Source: an optimization exercise on an open RTL-to-GDS flow (aim: small area, a short achievable clock period and few clock cycles per item). Production flows keep margins and buffers that such runs may drop. Function was checked by simulation only, so behaviour that the tests miss may differ from the original.

===== config.mk =====
export PLATFORM = sky130hd
export DESIGN_NAME = epoch_seconds_to_date
export DESIGN_NICKNAME = epoch_seconds_to_date
export VERILOG_FILES = /design/flow/design.v
export SDC_FILE = /design/flow/constraint.sdc
export NUM_CORES = 4
export LEC_CHECK = 0
export CAP_MARGIN = 20
export CORE_MARGIN = 2
export CORE_UTILIZATION = 40
export SLEW_MARGIN = 20
export SYNTH_HIERARCHICAL = 1

===== constraint.sdc =====
create_clock -name core_clock -period 20.0 [get_ports {i_clk}]
set_input_delay 4.0000 -clock core_clock [delete_from_list [all_inputs] [get_ports {i_clk}]]
set_output_delay 4.0000 -clock core_clock [all_outputs]
set_load 0.01 [all_outputs]

===== design.v =====
`timescale 1ns / 1ps
module epoch_seconds_to_date (
    input  logic        i_clk,
    input  logic        i_rst_n,
    input  logic        start,
    output logic        busy,
    input  logic [31:0] i_epoch_seconds,
    output logic        o_done,
    output logic [11:0] o_year,
    output logic [3:0]  o_month,
    output logic [4:0]  o_day,
    output logic [4:0]  o_hour,
    output logic [5:0]  o_minute,
    output logic [5:0]  o_second
);
    localparam logic [31:0] SKIP_2100 = 32'd4107542400;
    logic [24:0] q;
    logic [0:0]  skip;
    logic        lz_a;
    assign q    = i_epoch_seconds[31:7];
    assign skip = i_epoch_seconds >= SKIP_2100;
    logic a1;
    logic a2;
    logic a3;
    logic a4;
    logic a5;
    logic a6;
    logic a7;
    logic a8;
    logic a9;
    logic a10;
    logic a11;
    logic a12;
    logic a13;
    logic a14;
    logic a15;
    logic a16;
    logic a17;
    logic a18;
    logic a19;
    logic a20;
    logic a21;
    logic a22;
    logic a23;
    logic a24;
    logic a25;
    logic a26;
    logic a27;
    logic a28;
    logic a29;
    logic a30;
    logic a31;
    logic a32;
    logic a33;
    logic a34;
    logic a35;
    logic a36;
    logic a37;
    logic a38;
    logic a39;
    logic a40;
    logic a41;
    logic a42;
    logic a43;
    logic a44;
    logic a45;
    logic a46;
    logic a47;
    logic a48;
    logic a49;
    logic a50;
    logic a51;
    logic a52;
    logic a53;
    logic a54;
    logic a55;
    logic a56;
    logic a57;
    logic a58;
    logic a59;
    logic a60;
    logic a61;
    logic a62;
    logic a63;
    logic a64;
    logic a65;
    logic a66;
    logic a67;
    logic a68;
    logic a69;
    logic a70;
    logic a71;
    logic a72;
    logic a73;
    logic a74;
    logic a75;
    logic a76;
    logic a77;
    logic a78;
    logic a79;
    logic a80;
    logic a81;
    logic a82;
    logic a83;
    logic a84;
    logic a85;
    logic a86;
    logic a87;
    logic a88;
    logic a89;
    logic a90;
    logic a91;
    logic a92;
    logic a93;
    logic a94;
    logic a95;
    logic a96;
    logic a97;
    logic [18:0] dq_a, dq_b, dq_s;
    logic [15:0] dq;
    logic a98;
    logic a99;
    logic a100;
    logic a101;
    logic a102;
    logic a103;
    logic a104;
    logic a105;
    logic [8:0] n_yq_a, n_yq_b, n_yq_s;
    logic [7:0] n_yq;
    logic a106;
    logic a107;
    logic a108;
    logic a109;
    logic a110;
    logic a111;
    logic a112;
    logic a113;
    logic a114;
    logic a115;
    logic a116;
    logic a117;
    logic a118;
    logic a119;
    logic a120;
    logic a121;
    logic a122;
    logic a123;
    logic a124;
    logic a125;
    logic a126;
    logic a127;
    logic a128;
    logic a129;
    logic a130;
    logic a131;
    logic a132;
    logic a133;
    logic a134;
    logic a135;
    logic a136;
    logic a137;
    logic a138;
    logic a139;
    logic a140;
    logic a141;
    logic a142;
    logic a143;
    logic a144;
    logic a145;
    logic a146;
    logic a147;
    logic a148;
    logic a149;
    logic a150;
    logic a151;
    logic a152;
    logic a153;
    logic a154;
    logic a155;
    logic a156;
    logic a157;
    logic a158;
    logic a159;
    logic a160;
    logic a161;
    logic a162;
    logic a163;
    logic a164;
    logic a165;
    logic a166;
    logic a167;
    logic a168;
    logic a169;
    logic a170;
    logic a171;
    logic a172;
    logic a173;
    logic a174;
    logic a175;
    logic a176;
    logic a177;
    logic a178;
    logic a179;
    logic a180;
    logic a181;
    logic a182;
    logic a183;
    logic a184;
    logic a185;
    logic [10:0] n_rem0_a, n_rem0_b, n_rem0_s;
    logic [10:0] n_rem0;
    logic a186;
    logic a187;
    logic a188;
    logic a189;
    logic a190;
    logic a191;
    logic a192;
    logic a193;
    logic a194;
    logic a195;
    logic a196;
    logic a197;
    logic a198;
    logic a199;
    logic a200;
    logic a201;
    logic a202;
    logic a203;
    logic a204;
    logic a205;
    logic a206;
    logic a207;
    logic a208;
    logic a209;
    logic a210;
    logic a211;
    logic a212;
    logic a213;
    logic a214;
    logic a215;
    logic a216;
    logic a217;
    logic a218;
    logic a219;
    logic a220;
    logic a221;
    logic a222;
    logic a223;
    logic a224;
    logic a225;
    logic a226;
    logic a227;
    logic a228;
    logic a229;
    logic a230;
    logic a231;
    logic a232;
    logic a233;
    logic a234;
    logic a235;
    logic a236;
    logic a237;
    logic a238;
    logic a239;
    logic a240;
    logic a241;
    logic a242;
    logic a243;
    logic a244;
    logic a245;
    logic a246;
    logic a247;
    logic a248;
    logic a249;
    logic a250;
    logic a251;
    logic a252;
    logic a253;
    logic a254;
    logic a255;
    logic a256;
    logic a257;
    logic a258;
    logic a259;
    logic a260;
    logic a261;
    logic a262;
    logic a263;
    logic a264;
    logic a265;
    logic a266;
    logic a267;
    logic a268;
    logic a269;
    logic a270;
    logic a271;
    logic a272;
    logic a273;
    logic a274;
    logic a275;
    logic a276;
    logic a277;
    logic a278;
    logic a279;
    logic a280;
    logic a281;
    logic a282;
    logic a283;
    logic a284;
    logic a285;
    logic a286;
    logic a287;
    logic a288;
    logic a289;
    logic [12:0] n_doy0_a, n_doy0_b, n_doy0_s;
    logic [9:0] n_doy0;
    logic a290;
    logic a291;
    logic a292;
    logic a293;
    logic a294;
    logic a295;
    logic a296;
    logic a297;
    logic a298;
    logic a299;
    logic a300;
    logic a301;
    logic a302;
    logic a303;
    logic a304;
    logic a305;
    logic a306;
    logic a307;
    logic [11:0] n_doyb_a, n_doyb_b, n_doyb_s;
    logic [8:0] n_doyb;
    assign lz_a = n_yq[1:0] == 2'd0;
    esd_ha u_a1 (.a(q[21]), .b(q[20]), .s(a1), .co(a2));
    esd_fa u_a3 (.a(q[22]), .b(q[21]), .c(q[20]), .s(a3), .co(a4));
    esd_fa u_a5 (.a(q[23]), .b(q[22]), .c(q[21]), .s(a5), .co(a6));
    esd_fa u_a7 (.a(q[24]), .b(q[23]), .c(q[22]), .s(a7), .co(a8));
    esd_ha u_a9 (.a(q[20]), .b(q[16]), .s(a9), .co(a10));
    esd_fa u_a11 (.a(q[24]), .b(q[23]), .c(q[21]), .s(a11), .co(a12));
    esd_fa u_a13 (.a(a1), .b(q[19]), .c(q[17]), .s(a13), .co(a14));
    esd_fa u_a15 (.a(a3), .b(q[18]), .c(q[14]), .s(a15), .co(a16));
    esd_ha u_a17 (.a(q[9]), .b(q[8]), .s(a17), .co(a18));
    esd_fa u_a19 (.a(a5), .b(q[19]), .c(q[15]), .s(a19), .co(a20));
    esd_fa u_a21 (.a(q[10]), .b(q[9]), .c(a4), .s(a21), .co(a22));
    esd_fa u_a23 (.a(a7), .b(a9), .c(q[11]), .s(a23), .co(a24));
    assign a25 = q[10] ^ a6;
    assign a26 = q[10] | a6;
    esd_fa u_a27 (.a(a11), .b(q[17]), .c(q[12]), .s(a27), .co(a28));
    esd_fa u_a29 (.a(q[11]), .b(a8), .c(a10), .s(a29), .co(a30));
    esd_fa u_a31 (.a(q[24]), .b(q[22]), .c(q[18]), .s(a31), .co(a32));
    esd_fa u_a33 (.a(q[13]), .b(q[12]), .c(a12), .s(a33), .co(a34));
    esd_fa u_a35 (.a(q[23]), .b(q[19]), .c(q[14]), .s(a35), .co(a36));
    esd_ha u_a37 (.a(q[24]), .b(q[20]), .s(a37), .co(a38));
    esd_ha u_a39 (.a(a13), .b(q[13]), .s(a39), .co(a40));
    esd_fa u_a41 (.a(a15), .b(a17), .c(a2), .s(a41), .co(a42));
    esd_fa u_a43 (.a(a19), .b(a21), .c(a16), .s(a43), .co(a44));
    esd_fa u_a45 (.a(a23), .b(a20), .c(a22), .s(a45), .co(a46));
    esd_fa u_a47 (.a(a27), .b(a29), .c(a24), .s(a47), .co(a48));
    esd_fa u_a49 (.a(a31), .b(a33), .c(a28), .s(a49), .co(a50));
    esd_fa u_a51 (.a(a35), .b(q[13]), .c(a32), .s(a51), .co(a52));
    esd_fa u_a53 (.a(a37), .b(q[15]), .c(q[14]), .s(a53), .co(a54));
    esd_fa u_a55 (.a(q[21]), .b(q[16]), .c(q[15]), .s(a55), .co(a56));
    esd_ha u_a57 (.a(q[22]), .b(q[17]), .s(a57), .co(a58));
    esd_ha u_a59 (.a(q[23]), .b(q[18]), .s(a59), .co(a60));
    esd_ha u_a61 (.a(q[24]), .b(q[19]), .s(a61), .co(a62));
    esd_ha u_a63 (.a(a39), .b(q[8]), .s(a63), .co(a64));
    esd_fa u_a65 (.a(a41), .b(a14), .c(a40), .s(a65), .co(a66));
    esd_fa u_a67 (.a(a43), .b(a18), .c(a42), .s(a67), .co(a68));
    assign a69 = ~a25;
    esd_fa u_a70 (.a(a45), .b(a44), .c(a69), .s(a70), .co(a71));
    esd_fa u_a72 (.a(a47), .b(a26), .c(a46), .s(a72), .co(a73));
    esd_fa u_a74 (.a(a49), .b(a30), .c(a48), .s(a74), .co(a75));
    esd_fa u_a76 (.a(a51), .b(a34), .c(a50), .s(a76), .co(a77));
    esd_fa u_a78 (.a(a53), .b(a36), .c(a52), .s(a78), .co(a79));
    esd_fa u_a80 (.a(a55), .b(a38), .c(a54), .s(a80), .co(a81));
    esd_fa u_a82 (.a(a57), .b(q[16]), .c(a56), .s(a82), .co(a83));
    esd_fa u_a84 (.a(a59), .b(q[17]), .c(a58), .s(a84), .co(a85));
    esd_fa u_a86 (.a(a61), .b(q[18]), .c(a60), .s(a86), .co(a87));
    esd_fa u_a88 (.a(q[20]), .b(q[19]), .c(a62), .s(a88), .co(a89));
    esd_ha u_a90 (.a(q[21]), .b(q[20]), .s(a90), .co(a91));
    esd_ha u_a92 (.a(q[22]), .b(q[21]), .s(a92), .co(a93));
    esd_ha u_a94 (.a(q[23]), .b(q[22]), .s(a94), .co(a95));
    esd_ha u_a96 (.a(q[24]), .b(q[23]), .s(a96), .co(a97));
    assign dq_a = {1'b0, q[24], a96, a94, a92, a90, a88, a86, a84, a82, a80, a78, a76, a74, a72, a70, a67, a65, a63};
    assign dq_b = {1'b0, a97, a95, a93, a91, a89, a87, a85, a83, a81, a79, a77, a75, a73, a71, a68, a66, a64, q[7]};
    assign dq_s = dq_a + dq_b;
    assign dq = dq_s[18:3];
    esd_ha u_a98 (.a(q[21]), .b(q[17]), .s(a98), .co(a99));
    esd_ha u_a100 (.a(q[22]), .b(q[18]), .s(a100), .co(a101));
    assign a102 = q[23] ^ q[19];
    assign a103 = q[23] | q[19];
    esd_ha u_a104 (.a(q[24]), .b(q[20]), .s(a104), .co(a105));
    assign n_yq_a = {1'b0, q[24], q[23], q[22], q[21], a104, ~a102, a100, a98};
    assign n_yq_b = {1'b0, 1'b0, 1'b0, 1'b0, a105, a103, a101, a99, 1'b1};
    assign n_yq_s = n_yq_a + n_yq_b;
    assign n_yq = n_yq_s[8:1];
    assign a106 = dq[9] ^ dq[8];
    assign a107 = dq[9] | dq[8];
    assign a108 = dq[10] ^ dq[9];
    assign a109 = dq[10] | dq[9];
    assign a110 = dq[5] ^ dq[4];
    assign a111 = dq[5] | dq[4];
    assign a112 = dq[6] ^ dq[5];
    assign a113 = dq[6] | dq[5];
    esd_ha u_a114 (.a(dq[7]), .b(dq[6]), .s(a114), .co(a115));
    assign a116 = dq[2] ^ dq[0];
    assign a117 = dq[2] | dq[0];
    esd_fa u_a118 (.a(dq[8]), .b(dq[7]), .c(dq[3]), .s(a118), .co(a119));
    assign a120 = q[8] ^ dq[1];
    assign a121 = q[8] & ~dq[1];
    esd_ha u_a122 (.a(dq[4]), .b(dq[2]), .s(a122), .co(a123));
    assign a124 = ~dq[0];
    esd_fa u_a125 (.a(a106), .b(q[9]), .c(a124), .s(a125), .co(a126));
    esd_fa u_a127 (.a(dq[5]), .b(dq[3]), .c(dq[1]), .s(a127), .co(a128));
    assign a129 = ~a107;
    esd_fa u_a130 (.a(a108), .b(q[10]), .c(a129), .s(a130), .co(a131));
    assign a132 = dq[1] ^ dq[0];
    assign a133 = dq[1] | dq[0];
    assign a134 = dq[2] ^ dq[1];
    assign a135 = dq[2] | dq[1];
    assign a136 = dq[3] ^ dq[2];
    assign a137 = dq[3] | dq[2];
    assign a138 = dq[4] ^ dq[3];
    assign a139 = dq[4] | dq[3];
    assign a140 = ~dq[0];
    esd_fa u_a141 (.a(a110), .b(q[5]), .c(a140), .s(a141), .co(a142));
    assign a143 = ~dq[1];
    esd_fa u_a144 (.a(a112), .b(q[6]), .c(a143), .s(a144), .co(a145));
    assign a146 = ~a114;
    esd_fa u_a147 (.a(a116), .b(q[7]), .c(a146), .s(a147), .co(a148));
    esd_fa u_a149 (.a(a118), .b(a120), .c(a115), .s(a149), .co(a150));
    assign a151 = ~a122;
    esd_fa u_a152 (.a(a125), .b(a121), .c(a151), .s(a152), .co(a153));
    assign a154 = ~a127;
    esd_fa u_a155 (.a(a130), .b(a126), .c(a154), .s(a155), .co(a156));
    assign a157 = a132 ^ q[1];
    assign a158 = a132 | q[1];
    assign a159 = ~a133;
    esd_fa u_a160 (.a(a134), .b(q[2]), .c(a159), .s(a160), .co(a161));
    assign a162 = ~a135;
    esd_fa u_a163 (.a(a136), .b(q[3]), .c(a162), .s(a163), .co(a164));
    assign a165 = ~a137;
    esd_fa u_a166 (.a(a138), .b(q[4]), .c(a165), .s(a166), .co(a167));
    assign a168 = ~a141;
    esd_ha u_a169 (.a(a139), .b(a168), .s(a169), .co(a170));
    assign a171 = ~a111;
    esd_fa u_a172 (.a(a144), .b(a142), .c(a171), .s(a172), .co(a173));
    assign a174 = ~a113;
    esd_fa u_a175 (.a(a147), .b(a145), .c(a174), .s(a175), .co(a176));
    assign a177 = ~a148;
    esd_fa u_a178 (.a(a149), .b(a117), .c(a177), .s(a178), .co(a179));
    assign a180 = ~a152;
    esd_fa u_a181 (.a(a119), .b(a150), .c(a180), .s(a181), .co(a182));
    assign a183 = ~a123;
    esd_fa u_a184 (.a(a155), .b(a153), .c(a183), .s(a184), .co(a185));
    assign n_rem0_a = {a184, ~a181, ~a178, a175, a172, ~a169, a166, a163, a160, ~a157, dq[0]};
    assign n_rem0_b = {~a182, ~a179, a176, a173, ~a170, a167, a164, a161, a158, ~dq[0], q[0]};
    assign n_rem0_s = n_rem0_a + n_rem0_b;
    assign n_rem0 = n_rem0_s[10:0];
    esd_ha u_a186 (.a(n_yq[3]), .b(n_yq[1]), .s(a186), .co(a187));
    esd_ha u_a188 (.a(n_yq[4]), .b(n_yq[2]), .s(a188), .co(a189));
    esd_ha u_a190 (.a(n_yq[5]), .b(n_yq[3]), .s(a190), .co(a191));
    esd_ha u_a192 (.a(n_yq[6]), .b(n_yq[4]), .s(a192), .co(a193));
    esd_fa u_a194 (.a(n_yq[7]), .b(n_yq[5]), .c(n_yq[2]), .s(a194), .co(a195));
    assign a196 = n_yq[0] ^ n_yq[2];
    assign a197 = n_yq[0] | n_yq[2];
    esd_ha u_a198 (.a(n_yq[2]), .b(n_yq[0]), .s(a198), .co(a199));
    esd_ha u_a200 (.a(n_yq[5]), .b(n_yq[7]), .s(a200), .co(a201));
    assign a202 = ~n_yq[6];
    esd_fa u_a203 (.a(a188), .b(a187), .c(a202), .s(a203), .co(a204));
    esd_fa u_a205 (.a(a190), .b(n_yq[0]), .c(a189), .s(a205), .co(a206));
    esd_fa u_a207 (.a(a192), .b(n_yq[1]), .c(a191), .s(a207), .co(a208));
    assign a209 = ~n_yq[0];
    esd_fa u_a210 (.a(a194), .b(a193), .c(a209), .s(a210), .co(a211));
    esd_ha u_a212 (.a(a196), .b(skip[0]), .s(a212), .co(a213));
    esd_fa u_a214 (.a(n_yq[1]), .b(n_yq[3]), .c(a197), .s(a214), .co(a215));
    assign a216 = ~n_yq[0];
    esd_fa u_a217 (.a(n_yq[2]), .b(n_yq[4]), .c(a216), .s(a217), .co(a218));
    assign a219 = ~n_yq[1];
    esd_fa u_a220 (.a(n_yq[3]), .b(n_yq[5]), .c(a219), .s(a220), .co(a221));
    assign a222 = ~a198;
    esd_fa u_a223 (.a(n_yq[4]), .b(n_yq[6]), .c(a222), .s(a223), .co(a224));
    assign a225 = ~a200;
    esd_fa u_a226 (.a(a186), .b(a199), .c(a225), .s(a226), .co(a227));
    assign a228 = ~a203;
    esd_ha u_a229 (.a(a201), .b(a228), .s(a229), .co(a230));
    assign a231 = ~n_yq[7];
    esd_fa u_a232 (.a(a205), .b(a204), .c(a231), .s(a232), .co(a233));
    assign a234 = a207 ^ a206;
    assign a235 = a207 | a206;
    assign a236 = a210 ^ a208;
    assign a237 = a210 | a208;
    esd_ha u_a238 (.a(a70), .b(a68), .s(a238), .co(a239));
    esd_fa u_a240 (.a(a72), .b(a71), .c(a213), .s(a240), .co(a241));
    assign a242 = ~a217;
    esd_fa u_a243 (.a(a74), .b(a73), .c(a242), .s(a243), .co(a244));
    assign a245 = ~a220;
    esd_fa u_a246 (.a(a76), .b(a75), .c(a245), .s(a246), .co(a247));
    assign a248 = ~a223;
    esd_fa u_a249 (.a(a78), .b(a77), .c(a248), .s(a249), .co(a250));
    esd_fa u_a251 (.a(a80), .b(a79), .c(a226), .s(a251), .co(a252));
    esd_fa u_a253 (.a(a82), .b(a81), .c(a227), .s(a253), .co(a254));
    esd_fa u_a255 (.a(a84), .b(a83), .c(a232), .s(a255), .co(a256));
    esd_fa u_a257 (.a(a86), .b(a85), .c(a233), .s(a257), .co(a258));
    esd_fa u_a259 (.a(a88), .b(a87), .c(a235), .s(a259), .co(a260));
    esd_ha u_a261 (.a(a238), .b(a212), .s(a261), .co(a262));
    assign a263 = ~a214;
    esd_fa u_a264 (.a(a240), .b(a239), .c(a263), .s(a264), .co(a265));
    assign a266 = ~a215;
    esd_fa u_a267 (.a(a243), .b(a241), .c(a266), .s(a267), .co(a268));
    assign a269 = ~a218;
    esd_fa u_a270 (.a(a246), .b(a244), .c(a269), .s(a270), .co(a271));
    assign a272 = ~a221;
    esd_fa u_a273 (.a(a249), .b(a247), .c(a272), .s(a273), .co(a274));
    assign a275 = ~a224;
    esd_fa u_a276 (.a(a251), .b(a250), .c(a275), .s(a276), .co(a277));
    assign a278 = ~a229;
    esd_fa u_a279 (.a(a253), .b(a252), .c(a278), .s(a279), .co(a280));
    assign a281 = ~a230;
    esd_fa u_a282 (.a(a255), .b(a254), .c(a281), .s(a282), .co(a283));
    assign a284 = ~a234;
    esd_fa u_a285 (.a(a257), .b(a256), .c(a284), .s(a285), .co(a286));
    assign a287 = ~a236;
    esd_fa u_a288 (.a(a259), .b(a258), .c(a287), .s(a288), .co(a289));
    assign n_doy0_a = {a288, a285, a282, a279, a276, a273, a270, a267, a264, a261, a67, a65, a63};
    assign n_doy0_b = {a286, a283, a280, a277, a274, a271, a268, a265, a262, 1'b1, a66, a64, q[7]};
    assign n_doy0_s = n_doy0_a + n_doy0_b;
    assign n_doy0 = n_doy0_s[12:3];
    esd_ha u_a290 (.a(a261), .b(lz_a), .s(a290), .co(a291));
    esd_fa u_a292 (.a(a264), .b(a262), .c(a291), .s(a292), .co(a293));
    assign a294 = a267 ^ a265;
    assign a295 = a267 | a265;
    assign a296 = a270 ^ a268;
    assign a297 = a270 | a268;
    esd_ha u_a298 (.a(a273), .b(a271), .s(a298), .co(a299));
    assign a300 = a276 ^ a274;
    assign a301 = a276 | a274;
    assign a302 = a279 ^ a277;
    assign a303 = a279 | a277;
    esd_ha u_a304 (.a(a282), .b(a280), .s(a304), .co(a305));
    assign a306 = a285 ^ a283;
    assign a307 = a285 | a283;
    assign n_doyb_a = {~a306, a304, ~a302, ~a300, a298, ~a296, ~a294, a292, 1'b0, a67, a65, a63};
    assign n_doyb_b = {a305, a303, a301, a299, a297, a295, a293, 1'b1, a290, a66, a64, q[7]};
    assign n_doyb_s = n_doyb_a + n_doyb_b;
    assign n_doyb = n_doyb_s[11:3];
    logic        r_vld;
    logic [10:0] r_rem0;
    logic [9:0]  r_doy0;
    logic [8:0]  r_doyb;
    logic [7:0]  r_yq;
    logic [6:0]  r_s7;        
    always_ff @(posedge i_clk) begin
        if (!i_rst_n) r_vld <= 1'b0;
        else          r_vld <= start;
    end
    always_ff @(posedge i_clk) begin
        r_rem0 <= n_rem0;
        r_doy0 <= n_doy0;
        r_doyb <= n_doyb;
        r_yq   <= n_yq;
        r_s7   <= i_epoch_seconds[6:0];
    end
    logic        negr;
    logic        negy;
    logic        lz;
    logic        wrap;
    logic [8:0]  base;
    logic [8:0]  doy;         
    logic [3:0]  mp;          
    logic [8:0]  mstart;
    logic        jf;          
    logic [11:0] year_m1, year_0, year_p1;
    assign negr = r_rem0[10];
    assign negy = r_doy0[9];
    assign lz   = r_yq[1:0] == 2'd0;
    assign base = negy ? r_doyb : r_doy0[8:0];
    assign wrap = negr && (base == 9'd0);
    assign doy  = wrap ? 9'd364 + 9'(lz) : base - 9'(negr);
    assign year_m1 = 12'd1967 + 12'(r_yq);
    assign year_0  = 12'd1968 + 12'(r_yq);
    assign year_p1 = 12'd1969 + 12'(r_yq);
    always_comb begin
        mp = 4'd0;
        if (doy >= 9'd31)  mp = 4'd1;
        if (doy >= 9'd61)  mp = 4'd2;
        if (doy >= 9'd92)  mp = 4'd3;
        if (doy >= 9'd122) mp = 4'd4;
        if (doy >= 9'd153) mp = 4'd5;
        if (doy >= 9'd184) mp = 4'd6;
        if (doy >= 9'd214) mp = 4'd7;
        if (doy >= 9'd245) mp = 4'd8;
        if (doy >= 9'd275) mp = 4'd9;
        if (doy >= 9'd306) mp = 4'd10;
        if (doy >= 9'd337) mp = 4'd11;
        case (mp)
            4'd0:    mstart = 9'd0;
            4'd1:    mstart = 9'd31;
            4'd2:    mstart = 9'd61;
            4'd3:    mstart = 9'd92;
            4'd4:    mstart = 9'd122;
            4'd5:    mstart = 9'd153;
            4'd6:    mstart = 9'd184;
            4'd7:    mstart = 9'd214;
            4'd8:    mstart = 9'd245;
            4'd9:    mstart = 9'd275;
            4'd10:   mstart = 9'd306;
            default: mstart = 9'd337;
        endcase
    end
    logic [13:0] u;
    logic [15:0] x;
    logic w1;
    logic w2;
    logic w3;
    logic w4;
    logic w5;
    logic w6;
    logic w7;
    logic w8;
    logic w9;
    logic w10;
    logic w11;
    logic w12;
    logic w13;
    logic w14;
    logic w15;
    logic w16;
    logic w17;
    logic w18;
    logic w19;
    logic w20;
    logic w21;
    logic w22;
    logic w23;
    logic w24;
    logic w25;
    logic w26;
    logic w27;
    logic w28;
    logic w29;
    logic w30;
    logic w31;
    logic w32;
    logic w33;
    logic w34;
    logic w35;
    logic w36;
    logic w37;
    logic w38;
    logic w39;
    logic w40;
    logic w41;
    logic w42;
    logic w43;
    logic w44;
    logic w45;
    logic w46;
    logic w47;
    logic w48;
    logic w49;
    logic w50;
    logic w51;
    logic w52;
    logic w53;
    logic w54;
    logic w55;
    logic w56;
    logic w57;
    logic w58;
    logic w59;
    logic w60;
    logic w61;
    logic w62;
    logic w63;
    logic w64;
    logic w65;
    logic w66;
    logic w67;
    logic w68;
    logic w69;
    logic w70;
    logic w71;
    logic w72;
    logic w73;
    logic w74;
    logic w75;
    logic [13:0] h0_a, h0_b, h0_s;
    logic [4:0] h0;
    logic w76;
    logic w77;
    logic w78;
    logic w79;
    logic w80;
    logic w81;
    logic w82;
    logic w83;
    logic w84;
    logic w85;
    logic w86;
    logic w87;
    logic w88;
    logic w89;
    logic w90;
    logic w91;
    logic w92;
    logic w93;
    logic w94;
    logic w95;
    logic w96;
    logic w97;
    logic w98;
    logic w99;
    logic w100;
    logic w101;
    logic w102;
    logic w103;
    logic w104;
    logic w105;
    logic w106;
    logic w107;
    logic w108;
    logic w109;
    logic w110;
    logic w111;
    logic w112;
    logic w113;
    logic w114;
    logic w115;
    logic w116;
    logic w117;
    logic w118;
    logic w119;
    logic w120;
    logic w121;
    logic w122;
    logic w123;
    logic w124;
    logic w125;
    logic w126;
    logic w127;
    logic w128;
    logic w129;
    logic w130;
    logic w131;
    logic w132;
    logic w133;
    logic w134;
    logic w135;
    logic w136;
    logic w137;
    logic w138;
    logic w139;
    logic w140;
    logic w141;
    logic w142;
    logic [11:0] mt0_a, mt0_b, mt0_s;
    logic [5:0] mt0;
    assign u = {r_rem0, r_s7[6:4]};
    assign x = {r_rem0, r_s7[6:2]};
    esd_ha u_w1 (.a(u[9]), .b(u[7]), .s(w1), .co(w2));
    esd_fa u_w3 (.a(u[10]), .b(u[8]), .c(u[7]), .s(w3), .co(w4));
    esd_ha u_w5 (.a(u[3]), .b(u[0]), .s(w5), .co(w6));
    esd_fa u_w7 (.a(u[11]), .b(u[9]), .c(u[8]), .s(w7), .co(w8));
    esd_ha u_w9 (.a(u[4]), .b(u[1]), .s(w9), .co(w10));
    esd_fa u_w11 (.a(u[12]), .b(u[10]), .c(u[9]), .s(w11), .co(w12));
    esd_ha u_w13 (.a(u[5]), .b(u[2]), .s(w13), .co(w14));
    esd_fa u_w15 (.a(u[11]), .b(u[10]), .c(u[6]), .s(w15), .co(w16));
    assign w17 = ~u[3];
    esd_ha u_w18 (.a(u[13]), .b(w17), .s(w18), .co(w19));
    esd_fa u_w20 (.a(u[12]), .b(u[11]), .c(u[7]), .s(w20), .co(w21));
    esd_fa u_w22 (.a(u[12]), .b(u[8]), .c(u[5]), .s(w22), .co(w23));
    esd_ha u_w24 (.a(w1), .b(u[6]), .s(w24), .co(w25));
    esd_fa u_w26 (.a(w3), .b(w5), .c(w2), .s(w26), .co(w27));
    esd_fa u_w28 (.a(w7), .b(w9), .c(w4), .s(w28), .co(w29));
    esd_fa u_w30 (.a(w11), .b(w13), .c(w8), .s(w30), .co(w31));
    esd_fa u_w32 (.a(w15), .b(w12), .c(w14), .s(w32), .co(w33));
    assign w34 = ~u[4];
    esd_fa u_w35 (.a(w20), .b(w16), .c(w34), .s(w35), .co(w36));
    esd_fa u_w37 (.a(w22), .b(w21), .c(u[4]), .s(w37), .co(w38));
    esd_fa u_w39 (.a(u[9]), .b(u[6]), .c(w23), .s(w39), .co(w40));
    esd_ha u_w41 (.a(u[10]), .b(u[7]), .s(w41), .co(w42));
    esd_ha u_w43 (.a(u[11]), .b(u[8]), .s(w43), .co(w44));
    esd_ha u_w45 (.a(u[12]), .b(u[9]), .s(w45), .co(w46));
    esd_ha u_w47 (.a(w24), .b(u[2]), .s(w47), .co(w48));
    assign w49 = w26 ^ w25;
    assign w50 = w26 | w25;
    esd_fa u_w51 (.a(w28), .b(w6), .c(w27), .s(w51), .co(w52));
    esd_fa u_w53 (.a(w30), .b(w10), .c(w29), .s(w53), .co(w54));
    assign w55 = ~w18;
    esd_fa u_w56 (.a(w32), .b(w31), .c(w55), .s(w56), .co(w57));
    assign w58 = ~w19;
    esd_fa u_w59 (.a(w35), .b(w33), .c(w58), .s(w59), .co(w60));
    assign w61 = ~u[13];
    esd_fa u_w62 (.a(w37), .b(w36), .c(w61), .s(w62), .co(w63));
    assign w64 = ~u[13];
    esd_fa u_w65 (.a(w39), .b(w38), .c(w64), .s(w65), .co(w66));
    assign w67 = w41 ^ w40;
    assign w68 = w41 | w40;
    assign w69 = w43 ^ w42;
    assign w70 = w43 | w42;
    assign w71 = w45 ^ w44;
    assign w72 = w45 | w44;
    assign w73 = ~u[13];
    esd_fa u_w74 (.a(u[10]), .b(w46), .c(w73), .s(w74), .co(w75));
    assign h0_a = {~u[12], ~u[11], w74, ~w71, ~w69, ~w67, w65, w62, w59, w56, w53, w51, ~w49, w47};
    assign h0_b = {u[11], w75, w72, w70, w68, w66, w63, w60, w57, w54, w52, w50, w48, ~u[13]};
    assign h0_s = h0_a + h0_b;
    assign h0 = h0_s[13:9];
    esd_ha u_w76 (.a(x[11]), .b(x[7]), .s(w76), .co(w77));
    esd_ha u_w78 (.a(x[12]), .b(x[8]), .s(w78), .co(w79));
    esd_ha u_w80 (.a(x[13]), .b(x[9]), .s(w80), .co(w81));
    esd_ha u_w82 (.a(x[14]), .b(x[10]), .s(w82), .co(w83));
    esd_fa u_w84 (.a(x[11]), .b(x[7]), .c(x[3]), .s(w84), .co(w85));
    esd_ha u_w86 (.a(x[12]), .b(x[8]), .s(w86), .co(w87));
    esd_ha u_w88 (.a(x[13]), .b(x[9]), .s(w88), .co(w89));
    esd_ha u_w90 (.a(x[14]), .b(x[10]), .s(w90), .co(w91));
    esd_ha u_w92 (.a(x[14]), .b(x[10]), .s(w92), .co(w93));
    assign w94 = ~x[15];
    esd_fa u_w95 (.a(w76), .b(x[3]), .c(w94), .s(w95), .co(w96));
    esd_fa u_w97 (.a(w78), .b(x[4]), .c(x[0]), .s(w97), .co(w98));
    esd_fa u_w99 (.a(w80), .b(x[5]), .c(x[1]), .s(w99), .co(w100));
    esd_fa u_w101 (.a(w82), .b(x[6]), .c(x[2]), .s(w101), .co(w102));
    assign w103 = ~x[15];
    esd_fa u_w104 (.a(w84), .b(w83), .c(w103), .s(w104), .co(w105));
    esd_fa u_w106 (.a(w86), .b(x[4]), .c(w85), .s(w106), .co(w107));
    esd_fa u_w108 (.a(w88), .b(x[5]), .c(w87), .s(w108), .co(w109));
    esd_fa u_w110 (.a(w90), .b(x[6]), .c(w89), .s(w110), .co(w111));
    esd_fa u_w112 (.a(x[11]), .b(x[7]), .c(w91), .s(w112), .co(w113));
    esd_ha u_w114 (.a(x[12]), .b(x[8]), .s(w114), .co(w115));
    esd_ha u_w116 (.a(x[13]), .b(x[9]), .s(w116), .co(w117));
    esd_ha u_w118 (.a(w92), .b(x[6]), .s(w118), .co(w119));
    assign w120 = w95 ^ w93;
    assign w121 = w95 | w93;
    esd_fa u_w122 (.a(w97), .b(w77), .c(w96), .s(w122), .co(w123));
    esd_fa u_w124 (.a(w99), .b(w79), .c(w98), .s(w124), .co(w125));
    esd_fa u_w126 (.a(w101), .b(w81), .c(w100), .s(w126), .co(w127));
    assign w128 = w104 ^ w102;
    assign w129 = w104 | w102;
    assign w130 = w106 ^ w105;
    assign w131 = w106 | w105;
    assign w132 = w108 ^ w107;
    assign w133 = w108 | w107;
    assign w134 = w110 ^ w109;
    assign w135 = w110 | w109;
    assign w136 = ~x[15];
    esd_fa u_w137 (.a(w112), .b(w111), .c(w136), .s(w137), .co(w138));
    assign w139 = w114 ^ w113;
    assign w140 = w114 | w113;
    assign w141 = w116 ^ w115;
    assign w142 = w116 | w115;
    assign mt0_a = {~w141, ~w139, w137, ~w134, ~w132, ~w130, ~w128, w126, w124, w122, ~w120, w118};
    assign mt0_b = {w140, w138, w135, w133, w131, w129, w127, w125, w123, w121, w119, x[2]};
    assign mt0_s = mt0_a + mt0_b;
    assign mt0 = mt0_s[11:6];
    assign busy     = 1'b0;
    assign o_done   = r_vld;
    assign jf       = doy >= 9'd306;
    assign o_year   = (jf == (negy || wrap)) ? year_0 : (jf ? year_p1 : year_m1);
    assign o_month  = jf ? mp - 4'd9 : mp + 4'd3;
    assign o_day    = 5'(doy) - 5'(mstart) + 5'd1;
    assign o_hour   = h0 + (negr ? 5'd24 : 5'd0);
    assign o_minute = mt0 + {h0[3:0], 2'b00};
    assign o_second = {x[3:0] + mt0[3:0], r_s7[1:0]};
endmodule
module esd_fa (
    input  logic a,
    input  logic b,
    input  logic c,
    output logic s,
    output logic co
);
    assign s  = a ^ b ^ c;
    assign co = (a & b) | (a & c) | (b & c);
endmodule
module esd_ha (
    input  logic a,
    input  logic b,
    output logic s,
    output logic co
);
    assign s  = a ^ b;
    assign co = a & b;
endmodule

===== flow/run.sh =====
#!/bin/bash
# Standard layout (bash standard.sh, its synthesis unchanged), with the ports
# buffered by buf_2 cells and timing repair aiming for a larger setup slack.
set -e
cp standard.sh standard.sh.log
export BUFFER_PORTS_ARGS="-buffer_cell sky130_fd_sc_hd__buf_2"
export SETUP_SLACK_MARGIN=10.0
bash standard.sh > standard_run.log 2>&1

===== standard.sh =====
#!/bin/bash
# synth_recipe.tcl (not shown) runs the flow's synth.tcl, then flattens the netlist and writes it again
# the make line also repeats each setting of config.mk as NAME=value (left out here)
make -C /OpenROAD-flow-scripts/flow DESIGN_CONFIG=/design/flow/config.mk WORK_HOME=/design/flow/orfs CLKGATE_MAP_FILE= SYNTH_SCRIPT=/design/flow/synth_recipe.tcl "${@:-finish}"

==> run notes <==
==> kinds of logic (layout without fill, tap and decap cells) <==
group	after synthesis	count (layout)
compound gates	147	147
xor+xnor	82	82
fa+ha+maj	291	291
buf+inv	160	240
flops	46	46
mux	15	15
other cells	1	1
simple gates	152	152
==> sequential cells by signal (all words and copies together), names as in the netlist <==
signal	flops
r_s7	7
r_yq	8
r_doyb	9
r_rem0	11
r_doy0	10
r_vld	1
==> how the worst max path moves through the flow <==
stage	end	slack (ns)	cells after the start
2_1_floorplan	r_rem0[10]	9.87	22
3_3_place_gp	r_rem0[10]	9.46	23
3_5_place_dp	r_rem0[10]	9.32	23
4_1_cts	r_rem0[9]	9.93	25
5_1_grt	r_rem0[9]	9.71	25
6_report	r_rem0[9]	9.95	25
==> Yosys stat by module, one instance, submodules excluded <==
module                 cells inside  cell area [sq um]  flops+latches  copies in the design
epoch_seconds_to_date           728               5850             46                     1
esd_fa                            1               20.0              0                   116
esd_ha                            1               12.5              0                    50
==> metrics by stage <==
step,util,std cells
final,0.456,1254
after global routing,0.456,1254
after CTS,0.455,1254
after detailed placement,0.437,1237
after global placement,0.437,1237
after floorplan,-,894
==> cell usage in the layout, fill, tap and decap left out, types with 5 or more instances in the layout <==
cell	synthesis	routed
a21oi_1	41	36
nor2b_1	11	11
nor3b_1	5	5
buf_2	1	68
a21o_1	15	14
o21a_1	6	6
xnor2_1	56	54
inv_1	150	148
a211oi_1	7	6
o21ai_0	27	25
fa_1	122	116
a21oi_2	0	5
nand2_1	34	34
nor3_1	21	20
xor2_1	23	21
mux2i_1	14	14
dfxtp_1	46	45
nand3_1	8	7
fa_2	0	6
buf_4	3	9
ha_1	169	165
clkbuf_16	0	5
nor2_1	41	41
xnor2_2	3	5
==> area by class of cell <==
class                           instances  share of cell area
Clock buffer                            5              0.0127
Sequential cell                        46              0.0935
Inverter                              150              0.0572
Timing Repair Buffer                   82              0.0487
Multi-Input combinational cell        688               0.748
Tap cell                              280              0.0354
Clock inverter                          3             0.00443
==> worst max-delay path: stages <==
cell and delay, ns:
buf_12 0.10, fa_1 0.54, fa_1 0.43, fa_1 0.51
fa_1 0.41, ha_1 0.28, a31o_2 0.26, a21o_4 0.22
a31oi_4 0.19, a21oi_2 0.09, a211o_1 0.31, a21oi_2 0.17
xor2_1 0.17, ha_1 0.27, fa_1 0.52, fa_1 0.50
inv_1 0.05, fa_1 0.49, inv_2 0.05, ha_4 0.29
inv_4 0.05, nand3_2 0.06, o31ai_2 0.06, a21oi_1 0.12
nand3_1 0.08
==> metal layers <==
metal  up-vias  GRT usage  wire, microns
li1       3141          -              -
met3        10    0.00853            339
met5         -          0              0
met4         0     0.0280            178
met2        70      0.287           8870
met1      2959      0.220           8720
==> timing repair <==
| action | in CTS | in global routing |
|---|---|---|
| hold endpoints to repair | 0 | 0 |
| setup endpoints to repair | 6 | 6 |
| pin swaps | 18 | 5 |
| resized for setup | 34 | 12 |
| hold buffers | 0 | 0 |
| cloned | 0 | 0 |
| buffers inserted | 9 | 0 |
==> impl_metrics.toml <==
[status]
status = "complete, no violations"

[placement]
gp_congestion = 0.802
placed_cell_area_sq_mm = 0.00948
io_buffers = 73
hpwl_microns = 15600
pre_cts_slack_ns = 9.32

[synthesis]
synth_most_common_cell = "ha_1"
synth.area.top_cells = "fa_1 28%, ha_1 24%, dfxtp_1 10%, inv_1 6.4%, xnor2_1 5.6%"
muxShareOfSynthArea = 0.0172
synthCells = 894
syn_area_sq_mm = 0.00880
seq_area_frac_synth = 0.105
synth_enable_flop_cells = 0
synth_fa_ha_area_frac = 0.518
async_flop_share = 0
synth_xor_area_frac = 0.0842
synth.distinct_cells = 66
synth_top_family_by_area = "adder cells"
ys_ff_latch = 46
synthDominantCellAreaShare = 0.278
syn_nets = 1220
netlist_top_cells_count = "169 x ha_1, 150 x inv_1, 122 x fa_1, 56 x xnor2_1, 46 x dfxtp_1"
yosys.area_share.simple = 0.0913
ys_warn_count = 7
synth_compound_area_frac = 0.112
avgSynthCellArea_sq_um = 9.84
yosys_most_used_dff = "dfxtp_1"
synth_top_area_cell = "fa_1"

[grt]
grt_max_degree = 26
overflow = 0
grt_pass1_vias = 6494
grt_pass1_wl_microns = 31300
grt_use_total = 0.161
antenna_found_initial = 0

[timing]
fin_ws_ns = 9.95
slew_violations = 0
fin_crit_ns = 10.05
post-route-period-util = 0.503
slew_headroom = 0.404
final_hold_viol_count = 0
rsz0062_at_grt = "true"
setup_viol = 0
finalSetupTns_ns = 0
fmax_mhz = 99.5
hold_ws_ns = 3.80
worst_slew_pin_slew_ns = 0.888

[die]
die_h_microns = 152
fp.dieArea_sq_mm = 0.0232
fp-row-count = 54
ios = 75
start_util = 0.406
core-area_sq_mm = 0.0217
dieWidth_microns = 152

[finish]
final-seq-area_sq_um = 925
nets = 1299
diodes = 0
design_area_sq_mm = 0.00989
multi_input_area_sq_mm = 0.00740
fill_cells = 2043
drive_above_1_share = 0.145
syn_to_final_growth_pct = 12.4

[setup_path]
setup.worst_path.end_class = "flip-flop"
critPathKind = "in -> reg"
start_kind = "input port"
crit_start = "i_epoch_seconds[27]"
required_ns = 20.17
critPathMaxFanout = 4
arrival_ns = 10.22

[run]
maxCapViolCount = 0

[cts]
cts_sinks = 46
cts.clk_slew.worst_paths_ns = 0.07
clockBufferDepth = 2
cts_buffers = 5
tritoncts = "done"
htree_levels = 2
clockRootBuffer = "clkbuf_16"

[min_path]
hp-class = "in -> reg"
min_from = "i_epoch_seconds[1]"
holdPathEnd = "r_s7[1]"
hold_depth = 1

[detailed_routing]
drt_iter0_drc = 166
vias = 6180
first_pass_iters = 4
postRouteAntennaNets = 0
via_per_inst = 4.93
routedWlPerCell_microns = 14.4
wl_microns = 18100
drc = 0
Testbench counts, summed over its fixed seeds: cycles 3,208, items 3,200.

## afterwards: timing with drivers on the ports
How much do the figures lean on ideal ports? The routed layout below was timed once more, with nothing changed but the port constraints. Step 1 assumes that a clkbuf_16 drives the clock port and a buf_2 every other input. Step 2 adds t to the input delays and takes it off the output delays; t is the mean of the earliest and latest rising clock arrival at the registers after step 1. Input paths then give back, and output paths get back, about the clock's delay inside the block. Three values: ideal ports, drivers, drivers and shift; two values: the first two.
t (ns): 0.326
setup WS [ns]: 9.946 / 9.937 / 9.612
hold WS [ns]: 3.804 / 3.790 / 4.115
worst slew at a driven data input, ns: 0.06
After both steps setup and hold are still met in this run. The setup slack of this run moves by -0.009 ns with the drivers and by -0.334 ns with both steps.
